Context: an optimization exercise on an open-source flow, tuned for small area. The choices shown serve that exercise and are no tape-out recipe.
No functional check of the RTL was part of any run shown here.
Power is estimated from default activity; no workload was simulated.

<file path="constraint.sdc">
create_clock -name core_clock -period 6.0 [get_ports {tb_clk}]
set_input_delay 1.2000 -clock core_clock [delete_from_list [all_inputs] [get_ports {tb_clk}]]
set_output_delay 1.2000 -clock core_clock [all_outputs]
set_load 0.01 [all_outputs]
</file>
<file path="design.v">
`timescale 1ns/1ns
module mac_pipeline (
  input  logic [35:0] kernel,
  input  logic [35:0] samples,
  output logic [10:0] sum_n
);
  logic pp0_00;
  logic pp0_01;
  logic pp0_02;
  logic pp0_03;
  logic pp0_10;
  logic pp0_11;
  logic pp0_12;
  logic pp0_13;
  logic pp0_20;
  logic pp0_21;
  logic pp0_22;
  logic pp0_23;
  logic pp0_30;
  logic pp0_31;
  logic pp0_32;
  logic pp0_33;
  logic pp1_00;
  logic pp1_01;
  logic pp1_02;
  logic pp1_03;
  logic pp1_10;
  logic pp1_11;
  logic pp1_12;
  logic pp1_13;
  logic pp1_20;
  logic pp1_21;
  logic pp1_22;
  logic pp1_23;
  logic pp1_30;
  logic pp1_31;
  logic pp1_32;
  logic pp1_33;
  logic pp2_00;
  logic pp2_01;
  logic pp2_02;
  logic pp2_03;
  logic pp2_10;
  logic pp2_11;
  logic pp2_12;
  logic pp2_13;
  logic pp2_20;
  logic pp2_21;
  logic pp2_22;
  logic pp2_23;
  logic pp2_30;
  logic pp2_31;
  logic pp2_32;
  logic pp2_33;
  logic pp3_00;
  logic pp3_01;
  logic pp3_02;
  logic pp3_03;
  logic pp3_10;
  logic pp3_11;
  logic pp3_12;
  logic pp3_13;
  logic pp3_20;
  logic pp3_21;
  logic pp3_22;
  logic pp3_23;
  logic pp3_30;
  logic pp3_31;
  logic pp3_32;
  logic pp3_33;
  logic pp4_00;
  logic pp4_01;
  logic pp4_02;
  logic pp4_03;
  logic pp4_10;
  logic pp4_11;
  logic pp4_12;
  logic pp4_13;
  logic pp4_20;
  logic pp4_21;
  logic pp4_22;
  logic pp4_23;
  logic pp4_30;
  logic pp4_31;
  logic pp4_32;
  logic pp4_33;
  logic pp5_00;
  logic pp5_01;
  logic pp5_02;
  logic pp5_03;
  logic pp5_10;
  logic pp5_11;
  logic pp5_12;
  logic pp5_13;
  logic pp5_20;
  logic pp5_21;
  logic pp5_22;
  logic pp5_23;
  logic pp5_30;
  logic pp5_31;
  logic pp5_32;
  logic pp5_33;
  logic pp6_00;
  logic pp6_01;
  logic pp6_02;
  logic pp6_03;
  logic pp6_10;
  logic pp6_11;
  logic pp6_12;
  logic pp6_13;
  logic pp6_20;
  logic pp6_21;
  logic pp6_22;
  logic pp6_23;
  logic pp6_30;
  logic pp6_31;
  logic pp6_32;
  logic pp6_33;
  logic pp7_00;
  logic pp7_01;
  logic pp7_02;
  logic pp7_03;
  logic pp7_10;
  logic pp7_11;
  logic pp7_12;
  logic pp7_13;
  logic pp7_20;
  logic pp7_21;
  logic pp7_22;
  logic pp7_23;
  logic pp7_30;
  logic pp7_31;
  logic pp7_32;
  logic pp7_33;
  logic pp8_00;
  logic pp8_01;
  logic pp8_02;
  logic pp8_03;
  logic pp8_10;
  logic pp8_11;
  logic pp8_12;
  logic pp8_13;
  logic pp8_20;
  logic pp8_21;
  logic pp8_22;
  logic pp8_23;
  logic pp8_30;
  logic pp8_31;
  logic pp8_32;
  logic pp8_33;
  logic fs0;
  logic fc0;
  logic fs1;
  logic fc1;
  logic fs2;
  logic fc2;
  logic fs3;
  logic fc3;
  logic fs4;
  logic fc4;
  logic fs5;
  logic fc5;
  logic fs6;
  logic fc6;
  logic fs7;
  logic fc7;
  logic fs8;
  logic fc8;
  logic fs9;
  logic fc9;
  logic fs10;
  logic fc10;
  logic fs11;
  logic fc11;
  logic fs12;
  logic fc12;
  logic fs13;
  logic fc13;
  logic hs14;
  logic hc14;
  logic fs15;
  logic fc15;
  logic fs16;
  logic fc16;
  logic fs17;
  logic fc17;
  logic fs18;
  logic fc18;
  logic fs19;
  logic fc19;
  logic fs20;
  logic fc20;
  logic fs21;
  logic fc21;
  logic fs22;
  logic fc22;
  logic fs23;
  logic fc23;
  logic fs24;
  logic fc24;
  logic fs25;
  logic fc25;
  logic fs26;
  logic fc26;
  logic fs27;
  logic fc27;
  logic fs28;
  logic fc28;
  logic fs29;
  logic fc29;
  logic fs30;
  logic fc30;
  logic fs31;
  logic fc31;
  logic fs32;
  logic fc32;
  logic hs33;
  logic hc33;
  logic fs34;
  logic fc34;
  logic fs35;
  logic fc35;
  logic fs36;
  logic fc36;
  logic fs37;
  logic fc37;
  logic fs38;
  logic fc38;
  logic fs39;
  logic fc39;
  logic fs40;
  logic fc40;
  logic fs41;
  logic fc41;
  logic fs42;
  logic fc42;
  logic fs43;
  logic fc43;
  logic fs44;
  logic fc44;
  logic fs45;
  logic fc45;
  logic fs46;
  logic fc46;
  logic fs47;
  logic fc47;
  logic fs48;
  logic fc48;
  logic fs49;
  logic fc49;
  logic fs50;
  logic fc50;
  logic fs51;
  logic fc51;
  logic fs52;
  logic fc52;
  logic fs53;
  logic fc53;
  logic fs54;
  logic fc54;
  logic fs55;
  logic fc55;
  logic fs56;
  logic fc56;
  logic fs57;
  logic fc57;
  logic fs58;
  logic fc58;
  logic fs59;
  logic fc59;
  logic fs60;
  logic fc60;
  logic fs61;
  logic fc61;
  logic fs62;
  logic fc62;
  logic fs63;
  logic fc63;
  logic fs64;
  logic fc64;
  logic fs65;
  logic fc65;
  logic fs66;
  logic fc66;
  logic fs67;
  logic fc67;
  logic fs68;
  logic fc68;
  logic fs69;
  logic fc69;
  logic fs70;
  logic fc70;
  logic fs71;
  logic fc71;
  logic fs72;
  logic fc72;
  logic fs73;
  logic fc73;
  logic fs74;
  logic fc74;
  logic fs75;
  logic fc75;
  logic fs76;
  logic fc76;
  logic fs77;
  logic fc77;
  logic fs78;
  logic fc78;
  logic fs79;
  logic fc79;
  logic fs80;
  logic fc80;
  logic fs81;
  logic fc81;
  logic fs82;
  logic fc82;
  logic fs83;
  logic fc83;
  logic fs84;
  logic fc84;
  logic fs85;
  logic fc85;
  logic fs86;
  logic fc86;
  logic hs87;
  logic hc87;
  logic fs88;
  logic fc88;
  logic fs89;
  logic fc89;
  logic fs90;
  logic fc90;
  logic fs91;
  logic fc91;
  logic fs92;
  logic fc92;
  logic fs93;
  logic fc93;
  logic fs94;
  logic fc94;
  logic fs95;
  logic fc95;
  logic fs96;
  logic fc96;
  logic fs97;
  logic fc97;
  logic fs98;
  logic fc98;
  logic fs99;
  logic fc99;
  logic fs100;
  logic fc100;
  logic fs101;
  logic fc101;
  logic fs102;
  logic fc102;
  logic fs103;
  logic fc103;
  logic fs104;
  logic fc104;
  logic fs105;
  logic fc105;
  logic fs106;
  logic fc106;
  logic fs107;
  logic fc107;
  logic fs108;
  logic fc108;
  logic fs109;
  logic fc109;
  logic fs110;
  logic fc110;
  logic fs111;
  logic fc111;
  logic fs112;
  logic fc112;
  logic fs113;
  logic fc113;
  logic fs114;
  logic fc114;
  logic fs115;
  logic fc115;
  logic fs116;
  logic fc116;
  logic fs117;
  logic fc117;
  logic fs118;
  logic fc118;
  logic fs119;
  logic fc119;
  logic fs120;
  logic fc120;
  logic fs121;
  logic fc121;
  logic fs122;
  logic fc122;
  logic fs123;
  logic fc123;
  logic fs124;
  logic fc124;
  logic fs125;
  logic fc125;
  logic fs126;
  logic fc126;
  logic fs127;
  logic fc127;
  logic fs128;
  logic fc128;
  logic fs129;
  logic fc129;
  logic fs130;
  logic fc130;
  logic fs131;
  logic fc131;
  logic fs132;
  logic fc132;
  logic fs133;
  logic fc133;
  logic fs134;
  logic fc134;
  logic fs135;
  logic fc135;
  assign pp0_00 = ~(kernel[0] & samples[0]);
  assign pp0_01 = ~(kernel[0] & samples[1]);
  assign pp0_02 = ~(kernel[0] & samples[2]);
  assign pp0_03 = ~(kernel[0] & samples[3]);
  assign pp0_10 = ~(kernel[1] & samples[0]);
  assign pp0_11 = ~(kernel[1] & samples[1]);
  assign pp0_12 = ~(kernel[1] & samples[2]);
  assign pp0_13 = ~(kernel[1] & samples[3]);
  assign pp0_20 = ~(kernel[2] & samples[0]);
  assign pp0_21 = ~(kernel[2] & samples[1]);
  assign pp0_22 = ~(kernel[2] & samples[2]);
  assign pp0_23 = ~(kernel[2] & samples[3]);
  assign pp0_30 = ~(kernel[3] & samples[0]);
  assign pp0_31 = ~(kernel[3] & samples[1]);
  assign pp0_32 = ~(kernel[3] & samples[2]);
  assign pp0_33 = ~(kernel[3] & samples[3]);
  assign pp1_00 = ~(kernel[4] & samples[4]);
  assign pp1_01 = ~(kernel[4] & samples[5]);
  assign pp1_02 = ~(kernel[4] & samples[6]);
  assign pp1_03 = ~(kernel[4] & samples[7]);
  assign pp1_10 = ~(kernel[5] & samples[4]);
  assign pp1_11 = ~(kernel[5] & samples[5]);
  assign pp1_12 = ~(kernel[5] & samples[6]);
  assign pp1_13 = ~(kernel[5] & samples[7]);
  assign pp1_20 = ~(kernel[6] & samples[4]);
  assign pp1_21 = ~(kernel[6] & samples[5]);
  assign pp1_22 = ~(kernel[6] & samples[6]);
  assign pp1_23 = ~(kernel[6] & samples[7]);
  assign pp1_30 = ~(kernel[7] & samples[4]);
  assign pp1_31 = ~(kernel[7] & samples[5]);
  assign pp1_32 = ~(kernel[7] & samples[6]);
  assign pp1_33 = ~(kernel[7] & samples[7]);
  assign pp2_00 = ~(kernel[8] & samples[8]);
  assign pp2_01 = ~(kernel[8] & samples[9]);
  assign pp2_02 = ~(kernel[8] & samples[10]);
  assign pp2_03 = ~(kernel[8] & samples[11]);
  assign pp2_10 = ~(kernel[9] & samples[8]);
  assign pp2_11 = ~(kernel[9] & samples[9]);
  assign pp2_12 = ~(kernel[9] & samples[10]);
  assign pp2_13 = ~(kernel[9] & samples[11]);
  assign pp2_20 = ~(kernel[10] & samples[8]);
  assign pp2_21 = ~(kernel[10] & samples[9]);
  assign pp2_22 = ~(kernel[10] & samples[10]);
  assign pp2_23 = ~(kernel[10] & samples[11]);
  assign pp2_30 = ~(kernel[11] & samples[8]);
  assign pp2_31 = ~(kernel[11] & samples[9]);
  assign pp2_32 = ~(kernel[11] & samples[10]);
  assign pp2_33 = ~(kernel[11] & samples[11]);
  assign pp3_00 = ~(kernel[12] & samples[12]);
  assign pp3_01 = ~(kernel[12] & samples[13]);
  assign pp3_02 = ~(kernel[12] & samples[14]);
  assign pp3_03 = ~(kernel[12] & samples[15]);
  assign pp3_10 = ~(kernel[13] & samples[12]);
  assign pp3_11 = ~(kernel[13] & samples[13]);
  assign pp3_12 = ~(kernel[13] & samples[14]);
  assign pp3_13 = ~(kernel[13] & samples[15]);
  assign pp3_20 = ~(kernel[14] & samples[12]);
  assign pp3_21 = ~(kernel[14] & samples[13]);
  assign pp3_22 = ~(kernel[14] & samples[14]);
  assign pp3_23 = ~(kernel[14] & samples[15]);
  assign pp3_30 = ~(kernel[15] & samples[12]);
  assign pp3_31 = ~(kernel[15] & samples[13]);
  assign pp3_32 = ~(kernel[15] & samples[14]);
  assign pp3_33 = ~(kernel[15] & samples[15]);
  assign pp4_00 = ~(kernel[16] & samples[16]);
  assign pp4_01 = ~(kernel[16] & samples[17]);
  assign pp4_02 = ~(kernel[16] & samples[18]);
  assign pp4_03 = ~(kernel[16] & samples[19]);
  assign pp4_10 = ~(kernel[17] & samples[16]);
  assign pp4_11 = ~(kernel[17] & samples[17]);
  assign pp4_12 = ~(kernel[17] & samples[18]);
  assign pp4_13 = ~(kernel[17] & samples[19]);
  assign pp4_20 = ~(kernel[18] & samples[16]);
  assign pp4_21 = ~(kernel[18] & samples[17]);
  assign pp4_22 = ~(kernel[18] & samples[18]);
  assign pp4_23 = ~(kernel[18] & samples[19]);
  assign pp4_30 = ~(kernel[19] & samples[16]);
  assign pp4_31 = ~(kernel[19] & samples[17]);
  assign pp4_32 = ~(kernel[19] & samples[18]);
  assign pp4_33 = ~(kernel[19] & samples[19]);
  assign pp5_00 = ~(kernel[20] & samples[20]);
  assign pp5_01 = ~(kernel[20] & samples[21]);
  assign pp5_02 = ~(kernel[20] & samples[22]);
  assign pp5_03 = ~(kernel[20] & samples[23]);
  assign pp5_10 = ~(kernel[21] & samples[20]);
  assign pp5_11 = ~(kernel[21] & samples[21]);
  assign pp5_12 = ~(kernel[21] & samples[22]);
  assign pp5_13 = ~(kernel[21] & samples[23]);
  assign pp5_20 = ~(kernel[22] & samples[20]);
  assign pp5_21 = ~(kernel[22] & samples[21]);
  assign pp5_22 = ~(kernel[22] & samples[22]);
  assign pp5_23 = ~(kernel[22] & samples[23]);
  assign pp5_30 = ~(kernel[23] & samples[20]);
  assign pp5_31 = ~(kernel[23] & samples[21]);
  assign pp5_32 = ~(kernel[23] & samples[22]);
  assign pp5_33 = ~(kernel[23] & samples[23]);
  assign pp6_00 = ~(kernel[24] & samples[24]);
  assign pp6_01 = ~(kernel[24] & samples[25]);
  assign pp6_02 = ~(kernel[24] & samples[26]);
  assign pp6_03 = ~(kernel[24] & samples[27]);
  assign pp6_10 = ~(kernel[25] & samples[24]);
  assign pp6_11 = ~(kernel[25] & samples[25]);
  assign pp6_12 = ~(kernel[25] & samples[26]);
  assign pp6_13 = ~(kernel[25] & samples[27]);
  assign pp6_20 = ~(kernel[26] & samples[24]);
  assign pp6_21 = ~(kernel[26] & samples[25]);
  assign pp6_22 = ~(kernel[26] & samples[26]);
  assign pp6_23 = ~(kernel[26] & samples[27]);
  assign pp6_30 = ~(kernel[27] & samples[24]);
  assign pp6_31 = ~(kernel[27] & samples[25]);
  assign pp6_32 = ~(kernel[27] & samples[26]);
  assign pp6_33 = ~(kernel[27] & samples[27]);
  assign pp7_00 = ~(kernel[28] & samples[28]);
  assign pp7_01 = ~(kernel[28] & samples[29]);
  assign pp7_02 = ~(kernel[28] & samples[30]);
  assign pp7_03 = ~(kernel[28] & samples[31]);
  assign pp7_10 = ~(kernel[29] & samples[28]);
  assign pp7_11 = ~(kernel[29] & samples[29]);
  assign pp7_12 = ~(kernel[29] & samples[30]);
  assign pp7_13 = ~(kernel[29] & samples[31]);
  assign pp7_20 = ~(kernel[30] & samples[28]);
  assign pp7_21 = ~(kernel[30] & samples[29]);
  assign pp7_22 = ~(kernel[30] & samples[30]);
  assign pp7_23 = ~(kernel[30] & samples[31]);
  assign pp7_30 = ~(kernel[31] & samples[28]);
  assign pp7_31 = ~(kernel[31] & samples[29]);
  assign pp7_32 = ~(kernel[31] & samples[30]);
  assign pp7_33 = ~(kernel[31] & samples[31]);
  assign pp8_00 = ~(kernel[32] & samples[32]);
  assign pp8_01 = ~(kernel[32] & samples[33]);
  assign pp8_02 = ~(kernel[32] & samples[34]);
  assign pp8_03 = ~(kernel[32] & samples[35]);
  assign pp8_10 = ~(kernel[33] & samples[32]);
  assign pp8_11 = ~(kernel[33] & samples[33]);
  assign pp8_12 = ~(kernel[33] & samples[34]);
  assign pp8_13 = ~(kernel[33] & samples[35]);
  assign pp8_20 = ~(kernel[34] & samples[32]);
  assign pp8_21 = ~(kernel[34] & samples[33]);
  assign pp8_22 = ~(kernel[34] & samples[34]);
  assign pp8_23 = ~(kernel[34] & samples[35]);
  assign pp8_30 = ~(kernel[35] & samples[32]);
  assign pp8_31 = ~(kernel[35] & samples[33]);
  assign pp8_32 = ~(kernel[35] & samples[34]);
  assign pp8_33 = ~(kernel[35] & samples[35]);
  conv_fa u_fa0 (.a(pp0_00), .b(pp1_00), .c(pp2_00), .s(fs0), .co(fc0));
  conv_fa u_fa1 (.a(pp3_00), .b(pp4_00), .c(pp5_00), .s(fs1), .co(fc1));
  conv_fa u_fa2 (.a(pp6_00), .b(pp7_00), .c(pp8_00), .s(fs2), .co(fc2));
  conv_fa u_fa3 (.a(fs0), .b(fs1), .c(fs2), .s(fs3), .co(fc3));
  conv_fa u_fa4 (.a(pp0_01), .b(pp0_10), .c(pp1_01), .s(fs4), .co(fc4));
  conv_fa u_fa5 (.a(pp1_10), .b(pp2_01), .c(pp2_10), .s(fs5), .co(fc5));
  conv_fa u_fa6 (.a(pp3_01), .b(pp3_10), .c(pp4_01), .s(fs6), .co(fc6));
  conv_fa u_fa7 (.a(pp4_10), .b(pp5_01), .c(pp5_10), .s(fs7), .co(fc7));
  conv_fa u_fa8 (.a(pp6_01), .b(pp6_10), .c(pp7_01), .s(fs8), .co(fc8));
  conv_fa u_fa9 (.a(pp7_10), .b(pp8_01), .c(pp8_10), .s(fs9), .co(fc9));
  conv_fa u_fa10 (.a(fc0), .b(fc1), .c(fc2), .s(fs10), .co(fc10));
  conv_fa u_fa11 (.a(fs4), .b(fs5), .c(fs6), .s(fs11), .co(fc11));
  conv_fa u_fa12 (.a(fs7), .b(fs8), .c(fs9), .s(fs12), .co(fc12));
  conv_fa u_fa13 (.a(fc3), .b(fs10), .c(fs11), .s(fs13), .co(fc13));
  conv_hai u_ha14 (.a_n(fs12), .b_n(fs13), .s_n(hs14), .co_n(hc14));
  conv_fa u_fa15 (.a(pp0_02), .b(pp0_11), .c(pp0_20), .s(fs15), .co(fc15));
  conv_fa u_fa16 (.a(pp1_02), .b(pp1_11), .c(pp1_20), .s(fs16), .co(fc16));
  conv_fa u_fa17 (.a(pp2_02), .b(pp2_11), .c(pp2_20), .s(fs17), .co(fc17));
  conv_fa u_fa18 (.a(pp3_02), .b(pp3_11), .c(pp3_20), .s(fs18), .co(fc18));
  conv_fa u_fa19 (.a(pp4_02), .b(pp4_11), .c(pp4_20), .s(fs19), .co(fc19));
  conv_fa u_fa20 (.a(pp5_02), .b(pp5_11), .c(pp5_20), .s(fs20), .co(fc20));
  conv_fa u_fa21 (.a(pp6_02), .b(pp6_11), .c(pp6_20), .s(fs21), .co(fc21));
  conv_fa u_fa22 (.a(pp7_02), .b(pp7_11), .c(pp7_20), .s(fs22), .co(fc22));
  conv_fa u_fa23 (.a(pp8_02), .b(pp8_11), .c(pp8_20), .s(fs23), .co(fc23));
  conv_fa u_fa24 (.a(fc4), .b(fc5), .c(fc6), .s(fs24), .co(fc24));
  conv_fa u_fa25 (.a(fc7), .b(fc8), .c(fc9), .s(fs25), .co(fc25));
  conv_fa u_fa26 (.a(fs15), .b(fs16), .c(fs17), .s(fs26), .co(fc26));
  conv_fa u_fa27 (.a(fs18), .b(fs19), .c(fs20), .s(fs27), .co(fc27));
  conv_fa u_fa28 (.a(fs21), .b(fs22), .c(fs23), .s(fs28), .co(fc28));
  conv_fa u_fa29 (.a(fc10), .b(fc11), .c(fc12), .s(fs29), .co(fc29));
  conv_fa u_fa30 (.a(fs24), .b(fs25), .c(fs26), .s(fs30), .co(fc30));
  conv_fa u_fa31 (.a(fs27), .b(fs28), .c(fc13), .s(fs31), .co(fc31));
  conv_fa u_fa32 (.a(fs29), .b(fs30), .c(hc14), .s(fs32), .co(fc32));
  conv_hai u_ha33 (.a_n(fs31), .b_n(fs32), .s_n(hs33), .co_n(hc33));
  conv_fa u_fa34 (.a(pp0_03), .b(pp0_12), .c(pp0_21), .s(fs34), .co(fc34));
  conv_fa u_fa35 (.a(pp0_30), .b(pp1_03), .c(pp1_12), .s(fs35), .co(fc35));
  conv_fa u_fa36 (.a(pp1_21), .b(pp1_30), .c(pp2_03), .s(fs36), .co(fc36));
  conv_fa u_fa37 (.a(pp2_12), .b(pp2_21), .c(pp2_30), .s(fs37), .co(fc37));
  conv_fa u_fa38 (.a(pp3_03), .b(pp3_12), .c(pp3_21), .s(fs38), .co(fc38));
  conv_fa u_fa39 (.a(pp3_30), .b(pp4_03), .c(pp4_12), .s(fs39), .co(fc39));
  conv_fa u_fa40 (.a(pp4_21), .b(pp4_30), .c(pp5_03), .s(fs40), .co(fc40));
  conv_fa u_fa41 (.a(pp5_12), .b(pp5_21), .c(pp5_30), .s(fs41), .co(fc41));
  conv_fa u_fa42 (.a(pp6_03), .b(pp6_12), .c(pp6_21), .s(fs42), .co(fc42));
  conv_fa u_fa43 (.a(pp6_30), .b(pp7_03), .c(pp7_12), .s(fs43), .co(fc43));
  conv_fa u_fa44 (.a(pp7_21), .b(pp7_30), .c(pp8_03), .s(fs44), .co(fc44));
  conv_fa u_fa45 (.a(pp8_12), .b(pp8_21), .c(pp8_30), .s(fs45), .co(fc45));
  conv_fa u_fa46 (.a(fc15), .b(fc16), .c(fc17), .s(fs46), .co(fc46));
  conv_fa u_fa47 (.a(fc18), .b(fc19), .c(fc20), .s(fs47), .co(fc47));
  conv_fa u_fa48 (.a(fc21), .b(fc22), .c(fc23), .s(fs48), .co(fc48));
  conv_fa u_fa49 (.a(fs34), .b(fs35), .c(fs36), .s(fs49), .co(fc49));
  conv_fa u_fa50 (.a(fs37), .b(fs38), .c(fs39), .s(fs50), .co(fc50));
  conv_fa u_fa51 (.a(fs40), .b(fs41), .c(fs42), .s(fs51), .co(fc51));
  conv_fa u_fa52 (.a(fs43), .b(fs44), .c(fs45), .s(fs52), .co(fc52));
  conv_fa u_fa53 (.a(fc24), .b(fc25), .c(fc26), .s(fs53), .co(fc53));
  conv_fa u_fa54 (.a(fc27), .b(fc28), .c(fs46), .s(fs54), .co(fc54));
  conv_fa u_fa55 (.a(fs47), .b(fs48), .c(fs49), .s(fs55), .co(fc55));
  conv_fa u_fa56 (.a(fs50), .b(fs51), .c(fs52), .s(fs56), .co(fc56));
  conv_fa u_fa57 (.a(fc29), .b(fc30), .c(fs53), .s(fs57), .co(fc57));
  conv_fa u_fa58 (.a(fs54), .b(fs55), .c(fs56), .s(fs58), .co(fc58));
  conv_fa u_fa59 (.a(fc31), .b(fs57), .c(fs58), .s(fs59), .co(fc59));
  conv_fa u_fa60 (.a(fc32), .b(fs59), .c(hc33), .s(fs60), .co(fc60));
  conv_fa u_fa61 (.a(pp0_13), .b(pp0_22), .c(pp0_31), .s(fs61), .co(fc61));
  conv_fa u_fa62 (.a(pp1_13), .b(pp1_22), .c(pp1_31), .s(fs62), .co(fc62));
  conv_fa u_fa63 (.a(pp2_13), .b(pp2_22), .c(pp2_31), .s(fs63), .co(fc63));
  conv_fa u_fa64 (.a(pp3_13), .b(pp3_22), .c(pp3_31), .s(fs64), .co(fc64));
  conv_fa u_fa65 (.a(pp4_13), .b(pp4_22), .c(pp4_31), .s(fs65), .co(fc65));
  conv_fa u_fa66 (.a(pp5_13), .b(pp5_22), .c(pp5_31), .s(fs66), .co(fc66));
  conv_fa u_fa67 (.a(pp6_13), .b(pp6_22), .c(pp6_31), .s(fs67), .co(fc67));
  conv_fa u_fa68 (.a(pp7_13), .b(pp7_22), .c(pp7_31), .s(fs68), .co(fc68));
  conv_fa u_fa69 (.a(pp8_13), .b(pp8_22), .c(pp8_31), .s(fs69), .co(fc69));
  conv_fa u_fa70 (.a(fc34), .b(fc35), .c(fc36), .s(fs70), .co(fc70));
  conv_fa u_fa71 (.a(fc37), .b(fc38), .c(fc39), .s(fs71), .co(fc71));
  conv_fa u_fa72 (.a(fc40), .b(fc41), .c(fc42), .s(fs72), .co(fc72));
  conv_fa u_fa73 (.a(fc43), .b(fc44), .c(fc45), .s(fs73), .co(fc73));
  conv_fa u_fa74 (.a(fs61), .b(fs62), .c(fs63), .s(fs74), .co(fc74));
  conv_fa u_fa75 (.a(fs64), .b(fs65), .c(fs66), .s(fs75), .co(fc75));
  conv_fa u_fa76 (.a(fs67), .b(fs68), .c(fs69), .s(fs76), .co(fc76));
  conv_fa u_fa77 (.a(fc46), .b(fc47), .c(fc48), .s(fs77), .co(fc77));
  conv_fa u_fa78 (.a(fc49), .b(fc50), .c(fc51), .s(fs78), .co(fc78));
  conv_fa u_fa79 (.a(fc52), .b(fs70), .c(fs71), .s(fs79), .co(fc79));
  conv_fa u_fa80 (.a(fs72), .b(fs73), .c(fs74), .s(fs80), .co(fc80));
  conv_fa u_fa81 (.a(fs75), .b(fs76), .c(fc53), .s(fs81), .co(fc81));
  conv_fa u_fa82 (.a(fc54), .b(fs77), .c(fc55), .s(fs82), .co(fc82));
  conv_fa u_fa83 (.a(fc56), .b(fs78), .c(fs79), .s(fs83), .co(fc83));
  conv_fa u_fa84 (.a(fs80), .b(fs81), .c(fc57), .s(fs84), .co(fc84));
  conv_fa u_fa85 (.a(fs82), .b(fc58), .c(fs83), .s(fs85), .co(fc85));
  conv_fa u_fa86 (.a(fs84), .b(fc59), .c(fs85), .s(fs86), .co(fc86));
  conv_hai u_ha87 (.a_n(fc60), .b_n(fs86), .s_n(hs87), .co_n(hc87));
  conv_fa u_fa88 (.a(pp0_23), .b(pp0_32), .c(pp1_23), .s(fs88), .co(fc88));
  conv_fa u_fa89 (.a(pp1_32), .b(pp2_23), .c(pp2_32), .s(fs89), .co(fc89));
  conv_fa u_fa90 (.a(pp3_23), .b(pp3_32), .c(pp4_23), .s(fs90), .co(fc90));
  conv_fa u_fa91 (.a(pp4_32), .b(pp5_23), .c(pp5_32), .s(fs91), .co(fc91));
  conv_fa u_fa92 (.a(pp6_23), .b(pp6_32), .c(pp7_23), .s(fs92), .co(fc92));
  conv_fa u_fa93 (.a(pp7_32), .b(pp8_23), .c(pp8_32), .s(fs93), .co(fc93));
  conv_fa u_fa94 (.a(fc61), .b(fc62), .c(fc63), .s(fs94), .co(fc94));
  conv_fa u_fa95 (.a(fc64), .b(fc65), .c(fc66), .s(fs95), .co(fc95));
  conv_fa u_fa96 (.a(fc67), .b(fc68), .c(fc69), .s(fs96), .co(fc96));
  conv_fa u_fa97 (.a(fs88), .b(fs89), .c(fs90), .s(fs97), .co(fc97));
  conv_fa u_fa98 (.a(fs91), .b(fs92), .c(fs93), .s(fs98), .co(fc98));
  conv_fa u_fa99 (.a(fc70), .b(fc71), .c(fc72), .s(fs99), .co(fc99));
  conv_fa u_fa100 (.a(fc73), .b(fc74), .c(fc75), .s(fs100), .co(fc100));
  conv_fa u_fa101 (.a(fc76), .b(fs94), .c(fs95), .s(fs101), .co(fc101));
  conv_fa u_fa102 (.a(fs96), .b(fs97), .c(fs98), .s(fs102), .co(fc102));
  conv_fa u_fa103 (.a(fc77), .b(fc78), .c(fc79), .s(fs103), .co(fc103));
  conv_fa u_fa104 (.a(fs99), .b(fc80), .c(fs100), .s(fs104), .co(fc104));
  conv_fa u_fa105 (.a(fs101), .b(fs102), .c(fc81), .s(fs105), .co(fc105));
  conv_fa u_fa106 (.a(fc82), .b(fs103), .c(fc83), .s(fs106), .co(fc106));
  conv_fa u_fa107 (.a(fs104), .b(fs105), .c(fc84), .s(fs107), .co(fc107));
  conv_fa u_fa108 (.a(fc85), .b(fs106), .c(fs107), .s(fs108), .co(fc108));
  conv_fa u_fa109 (.a(fc86), .b(hc87), .c(fs108), .s(fs109), .co(fc109));
  conv_fa u_fa110 (.a(pp0_33), .b(pp1_33), .c(pp2_33), .s(fs110), .co(fc110));
  conv_fa u_fa111 (.a(pp3_33), .b(pp4_33), .c(pp5_33), .s(fs111), .co(fc111));
  conv_fa u_fa112 (.a(pp6_33), .b(pp7_33), .c(pp8_33), .s(fs112), .co(fc112));
  conv_fa u_fa113 (.a(fc88), .b(fc89), .c(fc90), .s(fs113), .co(fc113));
  conv_fa u_fa114 (.a(fc91), .b(fc92), .c(fc93), .s(fs114), .co(fc114));
  conv_fa u_fa115 (.a(fs110), .b(fs111), .c(fs112), .s(fs115), .co(fc115));
  conv_fa u_fa116 (.a(fc94), .b(fc95), .c(fc96), .s(fs116), .co(fc116));
  conv_fa u_fa117 (.a(fc97), .b(fc98), .c(fs113), .s(fs117), .co(fc117));
  conv_fa u_fa118 (.a(fs114), .b(fs115), .c(fc99), .s(fs118), .co(fc118));
  conv_fa u_fa119 (.a(fc100), .b(fc101), .c(fs116), .s(fs119), .co(fc119));
  conv_fa u_fa120 (.a(fc102), .b(fs117), .c(fc103), .s(fs120), .co(fc120));
  conv_fa u_fa121 (.a(fs118), .b(fs119), .c(fc104), .s(fs121), .co(fc121));
  conv_fa u_fa122 (.a(fc105), .b(fs120), .c(fc106), .s(fs122), .co(fc122));
  conv_fa u_fa123 (.a(fs121), .b(fc107), .c(fs122), .s(fs123), .co(fc123));
  conv_fa u_fa124 (.a(fc108), .b(fs123), .c(fc109), .s(fs124), .co(fc124));
  conv_fa u_fa125 (.a(fc110), .b(fc111), .c(fc112), .s(fs125), .co(fc125));
  conv_fa u_fa126 (.a(fc113), .b(fc114), .c(fc115), .s(fs126), .co(fc126));
  conv_fa u_fa127 (.a(fs125), .b(fc116), .c(fc117), .s(fs127), .co(fc127));
  conv_fa u_fa128 (.a(fs126), .b(fc118), .c(fc119), .s(fs128), .co(fc128));
  conv_fa u_fa129 (.a(fs127), .b(fc120), .c(fs128), .s(fs129), .co(fc129));
  conv_fa u_fa130 (.a(fc121), .b(fc122), .c(fs129), .s(fs130), .co(fc130));
  conv_fa u_fa131 (.a(fc123), .b(fs130), .c(fc124), .s(fs131), .co(fc131));
  conv_fa u_fa132 (.a(fc125), .b(fc126), .c(fc127), .s(fs132), .co(fc132));
  conv_fa u_fa133 (.a(fc128), .b(fs132), .c(fc129), .s(fs133), .co(fc133));
  conv_fa u_fa134 (.a(fc130), .b(fs133), .c(fc131), .s(fs134), .co(fc134));
  conv_fa u_fa135 (.a(fc132), .b(fc133), .c(fc134), .s(fs135), .co(fc135));
  assign sum_n = {fc135, fs135, fs134, fs131, fs124, fs109, hs87, fs60, hs33, hs14, fs3};
endmodule
module conv_fa (
  input  logic a,
  input  logic b,
  input  logic c,
  output logic s,
  output logic co
);
  assign s = a ^ b ^ c;
  assign co = (a & b) | (a & c) | (b & c);
endmodule
module conv_hai (
  input  logic a_n,
  input  logic b_n,
  output logic s_n,
  output logic co_n
);
  assign s_n = ~(a_n ^ b_n);
  assign co_n = a_n | b_n;
endmodule
`timescale 1ns/1ns
module ahb_convolver (
  input  logic       tb_clk,
  input  logic       reset,
  input  logic       hsel,
  input  logic [4-1:0]  haddr,
  input  logic [1:0] htrans,
  input  logic       hwrite,
  input  logic [16-1:0]  hwdata,
  output logic [16-1:0]  hrdata,
  output logic       hresp
);
  logic        accept;
  logic        addr_error;
  logic        pop;
  logic [11:0] read_mux;
  logic [11:0] rdata_q;
  logic [2:0]  wr_sel;
  logic [35:0] coeff_stage;
  logic [11:0] sample_stage;
  logic        load_coeff;
  logic        load_sample;
  logic        busy;
  logic        empty;
  logic        overflow;
  logic [10:0] rd_data;
  assign accept = hsel && htrans[1];
  always_comb begin
    case (haddr)
      4'd0, 4'd2: addr_error = hwrite;
      4'd4, 4'd6, 4'd8, 4'd10, 4'd12: addr_error = 1'b0;
      default: addr_error = 1'b1;
    endcase
  end
  assign pop = accept && !hwrite && (haddr == 4'd2);
  always_comb begin
    case (haddr[3:1])
      3'd0: read_mux = {9'd0, overflow, !empty, busy};
      3'd1: read_mux = {1'b0, rd_data};
      3'd2: read_mux = sample_stage;
      3'd3: read_mux = coeff_stage[11:0];
      3'd4: read_mux = coeff_stage[23:12];
      3'd5: read_mux = coeff_stage[35:24];
      default: read_mux = '0;
    endcase
  end
  always_ff @(posedge tb_clk) begin
    if (reset) begin
      hresp <= 1'b0;
      rdata_q <= '0;
      wr_sel <= '0;
    end else begin
      hresp <= accept && addr_error;
      rdata_q <= (accept && !hwrite && !addr_error) ? read_mux : '0;
      wr_sel <= (accept && hwrite && !addr_error) ? haddr[3:1] : 3'd0;
    end
  end
  assign hrdata = {4'd0, rdata_q};
  always_ff @(posedge tb_clk) begin
    if (reset) begin
      coeff_stage <= '0;
      sample_stage <= '0;
      load_coeff <= 1'b0;
      load_sample <= 1'b0;
    end else begin
      if (wr_sel == 3'd2) sample_stage <= hwdata[11:0];
      if (wr_sel == 3'd3) coeff_stage[11:0] <= hwdata[11:0];
      if (wr_sel == 3'd4) coeff_stage[23:12] <= hwdata[11:0];
      if (wr_sel == 3'd5) coeff_stage[35:24] <= hwdata[11:0];
      load_coeff <= (wr_sel == 3'd6) && hwdata[0];
      load_sample <= (wr_sel == 3'd6) && hwdata[1] && !hwdata[0];
    end
  end
  logic [35:0] kernel;
  logic        kernel_clear;
  logic [23:0] window;
  logic [1:0]  fill_q;
  always_ff @(posedge tb_clk) begin
    if (reset) begin
      kernel_clear <= 1'b1;
    end else if (load_coeff) begin
      kernel_clear <= 1'b0;
    end
  end
  always_ff @(posedge tb_clk) begin
    if (load_coeff) kernel <= coeff_stage;
  end
  always_ff @(posedge tb_clk) begin
    if (load_sample) window <= {sample_stage, window[23:12]};
  end
  logic [10:0] sum_n;
  logic [10:0] res_q [0:2];
  logic [2:0]  vld_q;
  logic        push;
  mac_pipeline i_mac (
    .kernel  (kernel),
    .samples ({sample_stage, window}),
    .sum_n   (sum_n)
  );
  always_ff @(posedge tb_clk) begin
    res_q[0] <= ~sum_n & {11{!kernel_clear}};
    res_q[1] <= res_q[0];
    res_q[2] <= res_q[1];
  end
  always_ff @(posedge tb_clk) begin
    if (reset) begin
      fill_q <= '0;
      vld_q <= '0;
    end else begin
      if (load_sample && !fill_q[1]) fill_q <= fill_q + 2'd1;
      vld_q <= {vld_q[1:0], load_sample && fill_q[1]};
    end
  end
  assign push = vld_q[2];
  assign busy = (|vld_q) || load_coeff || load_sample;
  logic [15:0][10:0] mem;
  logic [4:0]  wr_ptr;
  logic [4:0]  rd_ptr;
  logic        full;
  assign empty = (wr_ptr == rd_ptr);
  assign full = (wr_ptr == {~rd_ptr[4], rd_ptr[3:0]});
  always_ff @(posedge tb_clk) begin
    for (int i = 0; i < 16; i++) begin
      if (push && !full && wr_ptr[3:0] == 4'(i)) mem[i] <= res_q[2];
    end
  end
  always_ff @(posedge tb_clk) begin
    if (reset) begin
      wr_ptr <= '0;
      rd_ptr <= '0;
      overflow <= 1'b0;
    end else begin
      if (push && !full) wr_ptr <= wr_ptr + 5'd1;
      if (pop && !empty) rd_ptr <= rd_ptr + 5'd1;
      if (push && full) overflow <= 1'b1;
    end
  end
  assign rd_data = empty ? 11'd0 : mem[rd_ptr[3:0]];
endmodule
</file>
<file path="config.mk">
export PLATFORM = sky130hd
export DESIGN_NAME = ahb_convolver
export DESIGN_NICKNAME = ahb_convolver
export VERILOG_FILES = /design/flow/design.v
export SDC_FILE = /design/flow/constraint.sdc
export NUM_CORES = 4
export LEC_CHECK = 0
export CAP_MARGIN = 20
export CORE_MARGIN = 2
export CORE_UTILIZATION = 60
export SLEW_MARGIN = 20
export SYNTH_HIERARCHICAL = 1
</file>
<file path="run.sh">
#!/bin/bash
# synth_recipe.tcl (not shown) runs the flow's synth.tcl, then flattens the netlist and writes it again
# the make line also repeats each setting of config.mk as NAME=value (left out here)
make -C /OpenROAD-flow-scripts/flow DESIGN_CONFIG=/design/flow/config.mk WORK_HOME=/design/flow/orfs CLKGATE_MAP_FILE= SYNTH_SCRIPT=/design/flow/synth_recipe.tcl finish
</file>
==> impl_metrics.tcl, run 1 <==
set metrics [dict create \
    critical-path-slowest-cell "fa_1" \
    gp_congestion 0.9304 \
    grt_pass1_wl_mm 56.01 \
    sequential_element_share_of_the_synthesized_area 0.5815 \
    drt-initial-drc-count 807 \
    final_max_slew_viol_count 0 \
    post-route-worst-setup-slack_ns 0.1006 \
    cts_sinks 352 \
    floorplan.die_area_um2 28300 \
    tritoncts.num_buffers 37 \
    stdcell_count 1534 \
    dpl_worst_slack_ns -0.1255 \
    grt_max_degree 60 \
    hpwl_mm 25.70 \
    cell_area_placed_um2 17050 \
    detail_route.vias_per_cell 5.823 \
    yosys.cell_types.count 52 \
    routed-via-count 8932 \
    synthTopCellsByArea "edfxtp_1 44%, fa_1 16%, dfxtp_1 14%" \
    seq_pwr_share 0.528 \
    hold_viol_final 0 \
    internal-power_mw 3.856 \
    cellLeakagePower_nw 5.926 \
    timing.max_slew.rel_slack 0.3185 \
    holdBufCountCts 0 \
    dieWidth_um 168.2 \
    capturing_element_type_of_the_critical_path "flop" \
    cap_viol_max_count 0 \
    n_fill_cell 1828 \
    skew_ns 0.01375 \
    numPortBuffers 33 \
    starting_utilization_of_the_core_area 0.6055 \
    mostFrequentLayoutCells "236 x edfxtp_1, 164 x nand2_1, 111 x dfxtp_1" \
    period_needed_ns 5.899 \
    p_sw_mw 0.9866 \
    path_buf_inv 2 \
    clock_tree.htree_level_count 2 \
    synthesis.instances 1076 \
    detail-route-antenna-nets 0 \
    worst_path_dominant_cell_family "adder cells" \
    placedCellCount 1452 \
    grt.overflow.total 0 \
    synth_enable_flop_cells 236 \
    drt_pass1_iterations 5 \
    async_set_or_reset_register_ratio_after_synthesis 0 \
    final_net_count 1331 \
    row_count 60 \
    critical_path.max_stage_delay_ns 0.61 \
    ys.warnings.count 8 \
    worstPathMaxFanout 4 \
    crit_type "flop to flop" \
    worstPathCellList "nand2_1 -> fa_1 -> fa_1 -> fa_2 -> fa_2 -> fa_2 -> fa_2 -> inv_2 -> ha_1 -> inv_1 -> fa_2 -> fa_2 -> fa_2 -> fa_2 -> fa_1 -> nor2_1" \
    clock_tree.buffer_depth 3 \
    power.share.clock 0.457 \
    worst_skew_pair.late_latency_ns 0.53 \
    finish.instance_area_um2 18420 \
    antenna_found_initial 0 \
    synthDominantCellAreaShare 0.4379 \
    cell_area_after_synthesis_um2 16180 \
    setup_viol 0 \
    clkSlewWorstSetupHoldPaths_ns 0.06 \
    power-per-cell-area_nw_per_um2 262.9 \
    track_usage 0.2716 \
    synth_top_area_cell "edfxtp_1" \
    min_path_type "flop to flop" \
    vertical_extent_of_the_die_um 168.2 \
    via_count_of_the_first_global_routing_pass 9384 \
    drt-wirelength-per-cell_um 23.76 \
    worst_path_most_repeated_cell "fa_2" \
    ir_worst_vdd_uv 251.9 \
    drt_drc_violations_left 0 \
    arrival_ns 6.30 \
    flow.area_growth_from_synthesis_pct 13.83 \
    core_box_area_um2 26730 \
    least_margin_pin_slew_ns 1.021 \
    logic_pwr_share 0.015 \
    status "complete, no violations" \
    routed_wirelength_mm 36.45 \
    cp-start-kind "flop" \
    fraction_of_final_layout_cells_sized_beyond_drive_strength_1 0.1836 \
    rsz_0062_raised_after_global_routing "yes" \
    p_sw_frac 0.2037 \
    cts_tree "yes" \
    avgSynthCellArea_um2 15.04 \
    synthFlopType "edfxtp_1" \
    final_common_cell "edfxtp_1" \
    ys_seq_elements 352 \
    fmax_mhz 169.5 \
    ctsRootBufferMaster "clkbuf_16" \
    final.period_utilization 0.9832 \
    floorplan.io_pins 43 \
    num_antenna_cells 0 \
    worst_ep_required_time_ns 6.40 \
    power.total_mw 4.843 \
]
[Yosys stat by module (local to each module, per instance)]
module,area (um2),flip-flops and latches
ahb_convolver,12810,352
conv_fa,20.02,0
conv_hai,27.53,0
mac_pipeline,623.1,0
[flip-flops by register name, indices dropped and copies added, names as in the netlist]
| name | count |
|---|---|
| kernel | 36 |
| mem | 176 |
| vld_q | 3 |
| hresp | 1 |
| wr_sel | 3 |
| load_sample | 1 |
| kernel_clear | 1 |
| coeff_stage | 36 |
| rd_ptr | 5 |
| overflow | 1 |
| load_coeff | 1 |
| sample_stage | 12 |
| res_q | 33 |
| rdata_q | 12 |
| fill_q | 2 |
| wr_ptr | 5 |
| window | 24 |
[stage by stage]
stage | hold slack, ns | TNS (ns) | util
floorplan | 0.3096 | 0 | -
global placement | 0.3128 | -0.1220 | 0.6380
detailed placement | 0.3121 | -0.1316 | 0.6380
CTS | 0.3265 | 0 | 0.6851
global route | 0.3319 | -0.04406 | 0.6892
finish | 0.3257 | 0 | 0.6892
[power groups by stage]
stage          clock, mW  sequential [mW]  combinational [mW]
5_1_grt             2.33             2.56              0.0793
3_5_place_dp           0             2.61              0.0704
3_3_place_gp           0             2.61              0.0701
4_1_cts             2.25             2.56              0.0709
2_1_floorplan          0             2.61              0.0437
6_report            2.21             2.56              0.0721
[worst register-to-register path, cell delays in order (launching register included)]
cell,delay [ns]
edfxtp_1,0.51
nand2_1,0.14
fa_1,0.44
fa_1,0.61
fa_2,0.48
fa_2,0.56
fa_2,0.45
fa_2,0.36
inv_2,0.05
ha_1,0.13
inv_1,0.05
fa_2,0.34
fa_2,0.40
fa_2,0.37
fa_2,0.34
fa_1,0.49
nor2_1,0.04
[metal layers]
| layer | share of wire | vias to the layer above | GRT usage |
|---|---|---|---|
| li1 | - | 4010 | - |
| met1 | 0.46 | 4574 | 0.4194 |
| met2 | 0.44 | 283 | 0.3960 |
| met3 | 0.071 | 65 | 0.05783 |
| met4 | 0.025 | 0 | 0.07834 |
| met5 | 0 | - | 0 |
[cells by family (layout without fill, tap and decap cells)]
kind of cell    after synthesis  in the layout  synth area share
buf+inv                      79            193           0.02629
simple gates                303            303           0.07895
fa+ha+maj                   141            141            0.1707
xor+xnor                     11             11          0.005954
compound gates               83             83           0.03626
mux                         106            106            0.1001
flops                       352            352            0.5815
other cells                   1              4         0.0002317
[path summary, 6_finish.rpt]
kind                from           to  slack [ns]  cells after the start
max reg2reg   kernel[20]  res_q[0][9]        0.10                     16
min          res_q[0][4]  res_q[1][4]        0.33                      0
max           kernel[20]  res_q[0][9]        0.10                     16
min reg2reg  res_q[0][4]  res_q[1][4]        0.33                      0
[cell type report]
class                           instances  area (um2)  share of cell area
Clock buffer                           50        1037             0.05631
Clock inverter                         18       136.4            0.007404
Inverter                               20       75.07            0.004076
Multi-Input combinational cell        648        6464              0.3509
Sequential cell                       352        9415              0.5111
Tap cell                              341       426.7             0.02316
Timing Repair Buffer                  105       865.8             0.04700
[Yosys cell counts, types with 8 or more instances]
library cell  number
xnor2_1            9
edfxtp_1         236
buf_4             17
nor2b_1           12
fa_1             133
buf_2             15
a22oi_1           29
nor2_1            84
a21oi_1           23
mux4_2            37
and3_1            14
mux2_2            11
nand2_1          167
clkbuf_1          14
ha_1               8
mux2i_1           52
dfxtp_1          116
inv_1             20
[what timing repair did]
item                       in CTS  in global routing
cloned                          0                  0
pin swaps                       4                 15
setup endpoints to repair       2                  2
setup buffers                   6                  8
resized for setup              17                 19
==> run 2: changes to the inputs <==
--- a/config.mk
+++ b/config.mk
@@ -7,6 +7,6 @@
 export LEC_CHECK = 0
 export CAP_MARGIN = 20
 export CORE_MARGIN = 2
-export CORE_UTILIZATION = 60
+export CORE_UTILIZATION = 80
 export SLEW_MARGIN = 20
 export SYNTH_HIERARCHICAL = 1
==> run 2 against run 1 <==
Net effect: now fails the layout checks on negative setup slack; sequential power about the same; first-iteration DRC count increased by 150%; worst hold slack lost 0.0018 ns; global-route usage rose by 18 points; clock skew up 0.0090 ns; sequential share of layout area grew 0.48 points.
==> impl_metrics.tcl, run 2 <==
set metrics [dict create \
    synthFlopType "edfxtp_1" \
    crit_path_start "kernel[24]" \
    power-per-cell-area_nw_per_um2 268.2 \
    path_buf_inv 2 \
    final_net_count 1322 \
    skew_ns 0.02270 \
    worstSetupPathDepth 16 \
    detail-route-antenna-nets 0 \
    cell_area_placed_um2 16930 \
    finish.instance_area_um2 18250 \
    antenna_found_initial 2 \
    routed_wirelength_mm 47.79 \
    drt_pass1_iterations 8 \
    logic_pwr_share 0.016 \
    hold_viol_final 0 \
    dieWidth_um 146.2 \
    synth_top_area_cell "edfxtp_1" \
    worstPathCellList "nand2_1 -> fa_1 -> fa_1 -> fa_1 -> fa_1 -> fa_1 -> fa_1 -> inv_1 -> ha_1 -> inv_1 -> fa_2 -> fa_2 -> fa_2 -> fa_2 -> fa_1 -> nor2_1" \
    p_sw_frac 0.2049 \
    multi_input_area_um2 6432 \
    holdBufCountCts 0 \
    cell_with_the_most_instances_after_synthesis "edfxtp_1" \
    floorplan.io_pins 43 \
    rsz_0062_raised_after_global_routing "yes" \
    clock_tree.htree_level_count 2 \
    track_usage 0.4507 \
    floorplan.die_area_um2 21380 \
    worst_path_most_repeated_cell "fa_1" \
    clock_tree.buffer_depth 3 \
    via_count_of_the_first_global_routing_pass 10820 \
    setup_viol 2 \
    async_set_or_reset_register_ratio_after_synthesis 0 \
    tritoncts.num_buffers 35 \
    internal-power_mw 3.892 \
    seq_pwr_share 0.523 \
    power.share.clock 0.461 \
    worstPathMaxFanout 4 \
    largest-register "mem" \
    fmax_mhz 163.4 \
    status "finished with violations" \
    worst_skew_pair.late_latency_ns 0.52 \
    grt_max_degree 72 \
    cp-start-kind "flop" \
    reg_top3 "mem x176, coeff_stage x36, kernel x36" \
    yosys.cell_types.count 52 \
    synthTopCellsByArea "edfxtp_1 44%, fa_1 16%, dfxtp_1 14%" \
    capturing_element_type_of_the_critical_path "flop" \
    worst_path_dominant_cell_family "adder cells" \
    cap_viol_max_count 0 \
    least_margin_pin_slew_ns 0.9961 \
    ctsRootBufferMaster "clkbuf_16" \
    vertical_extent_of_the_die_um 146.2 \
    fraction_of_final_layout_cells_sized_beyond_drive_strength_1 0.1684 \
    flow.area_growth_from_synthesis_pct 12.77 \
    numPortBuffers 33 \
    min_path_type "flop to flop" \
    mostFrequentLayoutCells "236 x edfxtp_1, 162 x nand2_1, 117 x fa_1" \
    drt-wirelength-per-cell_um 32.91 \
    cellLeakagePower_nw 5.887 \
    drt_drc_violations_left 0 \
    r2r.worst_path.cells 16 \
    starting_utilization_of_the_core_area 0.8075 \
    drt-initial-drc-count 1978 \
    grt_pass1_wl_mm 69.01 \
    regArea_um2 9415 \
    n_fill_cell 646 \
    synthTopCellsByCount "236 x edfxtp_1, 167 x nand2_1, 133 x fa_1" \
    power.total_mw 4.894 \
    p_sw_mw 1.003 \
    crit-reg2reg-capture "res_q[0][9]" \
    cell_area_after_synthesis_um2 16180 \
    avgSynthCellArea_um2 15.04 \
    layout.failed_checks "negative setup slack" \
    hpwl_mm 28.28 \
    post-route-worst-setup-slack_ns -0.1190 \
    timing.max_slew.rel_slack 0.3350 \
    num_antenna_cells 0 \
    rr_startpoint "kernel[24]" \
    detail_route.vias_per_cell 7.323 \
    setup_total_negative_slack_ns -0.1771 \
    number_of_flip_flops_under_the_largest_register_name 176 \
    synthesis.instances 1076 \
    final.period_utilization 1.020 \
    critical_path.max_stage_delay_ns 0.62 \
    synth_enable_flop_cells 236 \
    period_needed_ns 6.119 \
    grt.overflow.total 0 \
    routed-via-count 10630 \
    sequential_element_share_of_the_synthesized_area 0.5815 \
    synthDominantCellAreaShare 0.4379 \
    arrival_ns 6.50 \
    worst_ep_required_time_ns 6.38 \
    ys.warnings.count 8 \
    ff2ff_setup_slack_ns -0.12 \
    clkSlewWorstSetupHoldPaths_ns 0.07 \
    cts_tree "yes" \
    core_box_area_um2 20040 \
    cts_sinks 352 \
    row_count 52 \
    gp_congestion 0.9482 \
    crit_type "flop to flop" \
    worstSetupEndpoint "res_q[0][9]" \
    ir_worst_vdd_uv 370.6 \
    final_max_slew_viol_count 0 \
    ys_seq_elements 352 \
    final_common_cell "edfxtp_1" \
    critical-path-slowest-cell "fa_1" \
]
## run 2: what timing repair did
item,in CTS,in global routing
setup buffers,2,8
gates resized for setup,18,7
gates cloned,0,0
endpoints found under the setup margin,2,2
pin swaps,7,5
## run 2: how the worst min path moves through the flow
stage                   to   startpoint  slack, ns  cells past startpoint
2_1_floorplan  res_q[1][0]  res_q[0][0]       0.31                      0
3_3_place_gp   res_q[1][7]  res_q[0][7]       0.31                      0
3_5_place_dp   res_q[1][6]  res_q[0][6]       0.31                      0
4_1_cts        res_q[2][1]  res_q[1][1]       0.32                      0
5_1_grt        res_q[2][1]  res_q[1][1]       0.33                      0
6_report       res_q[2][1]  res_q[1][1]       0.32                      0
## run 2: final cells by class
type | instances | share of cell area
inverter | 20 | 0.004114
tap | 270 | 0.01851
timing repair buffer | 98 | 0.04477
clock inverter | 17 | 0.009736
multi-input combinational | 648 | 0.3525
clock buffer | 47 | 0.05444
sequential | 352 | 0.5159
## run 2: kinds of logic (layout without fill, tap and decap cells)
group,Yosys count,count (layout),share of synthesized area
buf+inv,79,182,0.02629
flops,352,352,0.5815
simple gates,303,303,0.07895
compound gates,83,83,0.03626
mux,106,106,0.1001
other cells,1,4,0.0002317
fa+ha+maj,141,141,0.1707
xor+xnor,11,11,0.005954
## run 2: power groups by stage
stage	Sequential, mW	Clock (mW)	Combinational, mW
after CTS	2.56	2.23	0.0755
after floorplan	2.61	0	0.0437
after detailed placement	2.61	0	0.0719
after global routing	2.56	2.32	0.0825
after global placement	2.61	0	0.0687
final	2.56	2.26	0.0784
## run 2: metal layers
layer | wire length, um | share of wire | vias to the layer above | GRT usage
met5 | 13 | 0.00027 | - | 0
met4 | 4215 | 0.088 | 2 | 0.2748
met3 | 7027 | 0.15 | 325 | 0.1278
met2 | 21820 | 0.46 | 1183 | 0.6821
met1 | 14710 | 0.31 | 5137 | 0.5957
li1 | - | - | 3986 | -
## run 2: metrics by stage
step | std cells | worst slack, ns | hold WS (ns) | utilization
after global routing | 1452 | -0.2399 | 0.3291 | 0.9107
after floorplan | 1079 | 0.1858 | 0.3096 | -
after detailed placement | 1378 | -0.2859 | 0.3143 | 0.8450
after global placement | 1378 | -0.06687 | 0.3122 | 0.8450
after CTS | 1444 | -0.04026 | 0.3241 | 0.9063
final | 1452 | -0.1190 | 0.3240 | 0.9107
## run 2: modules after synthesis, one instance, submodules excluded
module         cells inside  times used  flops+latches
conv_hai                  5           3              0
conv_fa                   1         133              0
ahb_convolver           773           1            352
mac_pipeline            155           1              0

re-timing with driven ports:
Ports are ideal in the flow. The routed layouts listed here were re-timed in OpenROAD. Step 1 sets driving cells, clkbuf_16 on the clock port and buf_2 on the other inputs (assumed; they add their load-dependent delay and slew). Step 2 adds t to the input delays and takes it off the output delays; t is the mean of the earliest and latest rising clock arrival at the registers after step 1. Input paths then give back, and output paths get back, about the clock's delay inside the block. Slacks: no drivers / after step 1 / after step 2; pairs: no drivers / after step 1.
run	shift t [ns]	setup WS [ns]	hold WS [ns]	pins driven straight from the clock port
run 1	0.573	0.101 / 0.101 / 0.101	0.326 / 0.326 / 0.326	1
run 2	0.561	-0.119 / -0.119 / -0.119	0.324 / 0.324 / 0.324	1
